This design comes from an exercise in tuning for small area, a short achievable clock period and few clock cycles per item on the open sky130 flow, not from production work. Only simulation tests tie the RTL to the original design; equivalence was not proved.

==> flow/design.v <==
`timescale 1ns/1ns
`default_nettype none
module frame_memory (
  input  logic                                 clock,
  input  logic [16-1:0]               wr_col_hot,
  input  logic [8-1:0]               wr_row_hot,
  input  logic [6-1:0]               wr_data,
  input  logic [16-1:0]               rd_sel,
  output logic [8*6-1:0]   rd_column
);
  localparam int COL_W = 8 * 6;
  logic [16*COL_W-1:0] storage;
  for (genvar a = 0; a < 16 * 8; a++) begin : g_word
    always_ff @(posedge clock) begin
      if (wr_col_hot[a / 8] && wr_row_hot[a % 8]) begin
        storage[a*6 +: 6] <= wr_data;
      end
    end
  end
  always_comb begin
    rd_column = '0;
    for (int c = 0; c < 16; c++) begin
      rd_column = rd_column | (storage[c*COL_W +: COL_W] & {COL_W{rd_sel[c]}});
    end
  end
endmodule
`default_nettype wire
`timescale 1ns/1ns
`default_nettype none
module pixel_loader (
  input  logic                     clock,
  input  logic                     pix_write,
  input  logic [4-1:0]     pix_col,
  input  logic [3-1:0]     pix_row,
  input  logic [3*8-1:0] pix_rgb,
  output logic [16-1:0]   wr_col_hot,
  output logic [8-1:0]   wr_row_hot,
  output logic [6-1:0]   wr_data
);
  logic [8-1:0] grey;
  assign grey = (pix_rgb[23:16] >> 2) + (pix_rgb[15:8] >> 1) + (pix_rgb[7:0] >> 2);
  always_ff @(posedge clock) begin
    for (int c = 0; c < 16; c++) wr_col_hot[c] <= pix_write && pix_col == 4'(c);
    for (int r = 0; r < 8; r++) wr_row_hot[r] <= pix_row == 3'(r);
    wr_data <= grey[8-1:2];
  end
endmodule
`default_nettype wire
`timescale 1ns/1ns
`default_nettype none
module column_fetch (
  input  logic                     clock,
  input  logic                     reset,
  input  logic                     start,
  input  logic                     wr_col0,
  output logic                     busy,
  output logic [16-1:0]   rd_sel,
  output logic                     first_col,
  output logic                     mask_valid,
  output logic [4-1:0]     mask_col,
  output logic                     done
);
  localparam int N = 16;
  logic [N+2:0] sel;
  logic first_d;
  logic last_d;
  logic held_last;
  logic due;
  logic due_d;
  logic held_due;
  assign due = busy && |sel[N:1];
  assign rd_sel    = sel[N-1:0];
  assign first_col = first_d;
  always_ff @(posedge clock) begin
    if (reset) begin
      first_d    <= 1'b1;
      last_d     <= 1'b0;
      held_last  <= 1'b0;
      due_d      <= 1'b0;
      held_due   <= 1'b0;
    end else begin
      due_d      <= due;
      held_due   <= due_d;
      first_d    <= sel[0];
      last_d     <= sel[N];
      held_last  <= last_d;
    end
  end
  always_ff @(posedge clock) begin
    if (reset) begin
      busy       <= 1'b0;
      sel        <= (N+3)'(1);
      mask_valid <= 1'b0;
      done       <= 1'b0;
    end else if (!busy) begin
      mask_valid <= 1'b0;
      done       <= 1'b0;
      if (start) begin
        busy <= 1'b1;
        if (!wr_col0) sel <= sel << 1;
      end
    end else begin
      mask_valid <= held_due;
      done       <= held_due && held_last;
      if (held_due && held_last) busy <= 1'b0;
      sel <= sel[N+2] ? (N+3)'(1) : sel << 1;
    end
  end
  always_ff @(posedge clock) begin
    mask_col <= mask_valid ? mask_col + 1'b1 : '0;
  end
endmodule
`default_nettype wire
`timescale 1ns/1ns
`default_nettype none
module blur_mask_stage (
  input  logic                               clock,
  input  logic [8*6-1:0] column,
  input  logic                               first_col,
  output logic [8-1:0]             mask_bits
);
  localparam int SW = 6;
  localparam logic [5:0] SAT = 6'(32 + 1);
  logic [8*SW-1:0] column_q;
  logic [5:0] side      [8];
  logic [6:0] fold      [8];
  logic [5:0] part_sat  [8];
  logic [SW-1:0] q [8+2];
  logic [5:0] side_next [8];
  logic [1:0] extra [8];
  logic [7:0] part [8];
  logic [6:0] total [8];
  always_comb begin
    q[0] = '0;
    q[8+1] = '0;
    for (int r = 0; r < 8; r++) q[r+1] = column_q[r*SW +: SW];
    for (int r = 0; r < 8; r++) begin
      side_next[r] = 6'(q[r] >> 2) + 6'(q[r+1] >> 1) + 6'(q[r+2] >> 2);
      extra[r]     = 2'(q[r][1]) + 2'(q[r+1][0]) + 2'(q[r+2][1]);
      part[r]      = 8'(fold[r]) + 8'({side[r], 1'b0});
      total[r]     = 7'(part_sat[r]) + 7'(side[r]);
    end
  end
  always_ff @(posedge clock) begin
    column_q <= column;
    for (int r = 0; r < 8; r++) begin
      side[r]      <= side_next[r];
      fold[r]      <= 7'(first_col ? 6'd0 : side[r]) + 7'(extra[r]);
      part_sat[r]  <= (part[r] >= 8'(SAT)) ? SAT : part[r][5:0];
      mask_bits[r] <= (total[r] >= 7'(SAT));
    end
  end
endmodule
`default_nettype wire
`timescale 1ns/1ns
`default_nettype none
module blur_mask_top (
  input  logic                     clock,
  input  logic                     reset,
  input  logic                     pix_write,
  input  logic [4-1:0]     pix_col,
  input  logic [3-1:0]     pix_row,
  input  logic [3*8-1:0] pix_rgb,
  input  logic                     start,
  output logic                     busy,
  output logic                     mask_valid,
  output logic [4-1:0]     mask_col,
  output logic [8-1:0]   mask_bits,
  output logic                     done
);
  logic [16-1:0]              wr_col_hot;
  logic [8-1:0]              wr_row_hot;
  logic [6-1:0]              wr_data;
  logic [16-1:0]              rd_sel;
  logic                                first_col;
  logic [8*6-1:0]  column;
  pixel_loader loader_i (
    .clock     (clock),
    .pix_write (pix_write),
    .pix_col   (pix_col),
    .pix_row   (pix_row),
    .pix_rgb   (pix_rgb),
    .wr_col_hot (wr_col_hot),
    .wr_row_hot (wr_row_hot),
    .wr_data    (wr_data)
  );
  frame_memory memory_i (
    .clock     (clock),
    .wr_col_hot (wr_col_hot),
    .wr_row_hot (wr_row_hot),
    .wr_data   (wr_data),
    .rd_sel    (rd_sel),
    .rd_column (column)
  );
  column_fetch fetch_i (
    .clock      (clock),
    .reset      (reset),
    .start      (start),
    .wr_col0    (wr_col_hot[0]),
    .busy       (busy),
    .rd_sel     (rd_sel),
    .first_col  (first_col),
    .mask_valid (mask_valid),
    .mask_col   (mask_col),
    .done       (done)
  );
  blur_mask_stage stage_i (
    .clock     (clock),
    .column    (column),
    .first_col (first_col),
    .mask_bits (mask_bits)
  );
endmodule
`default_nettype wire
Settings: LEC_CHECK=0, CAP_MARGIN=20, CORE_MARGIN=2, CORE_UTILIZATION=40, CTS_CLUSTER_DIAMETER=80, CTS_CLUSTER_SIZE=24, SETUP_SLACK_MARGIN=4.0, SLEW_MARGIN=20; clock period 6.0 ns.
run.sh (not shown) runs the stock make flow with config.mk's settings and CLKGATE_MAP_FILE= SYNTH_SCRIPT=/design/flow/synth_recipe.tcl, a recipe that flattens the netlist after the stock synthesis.
The first run produced a clean layout.
Testbench counts at the start, summed over its fixed seeds: cycles 7,056, frames 48.
Change:
- CTS_CLUSTER_DIAMETER: 80 -> 100
- CTS_CLUSTER_SIZE: 24 -> 30
- SETUP_SLACK_MARGIN: 4.0 -> 3.7
Effect:
- routed wire length fell slightly
- count of clock-buffer cells in the layout fell by 15
- hold slack is about the same

[what the ideal ports hide]
How much do the figures lean on ideal ports? The routed layouts below were timed once more, with nothing changed but the port constraints. Step 1, drivers: a clkbuf_16 drives clock and a buf_2 each remaining input, both assumed. Step 2 adds t to the input delays and takes it off the output delays; t is the mean of the earliest and latest rising clock arrival at the registers after step 1. Input paths then give back, and output paths get back, about the clock's delay inside the block. a / b / c = ideal / step 1 / step 2; a / b = the first two.
| run | t (ns) | slack for setup (ns) | slew at the worst register clock pin (ns) |
|---|---|---|---|
| the first run | 0.704 | 3.558 / 3.491 / 3.009 | 0.10 / 0.10 |
| the second run | 0.691 | 3.584 / 3.517 / 3.021 | 0.12 / 0.12 |
After both steps every run listed still meets setup and hold. For the second run, which loses most, drivers alone change the setup slack by -0.067 ns; drivers and shift together by -0.563 ns.
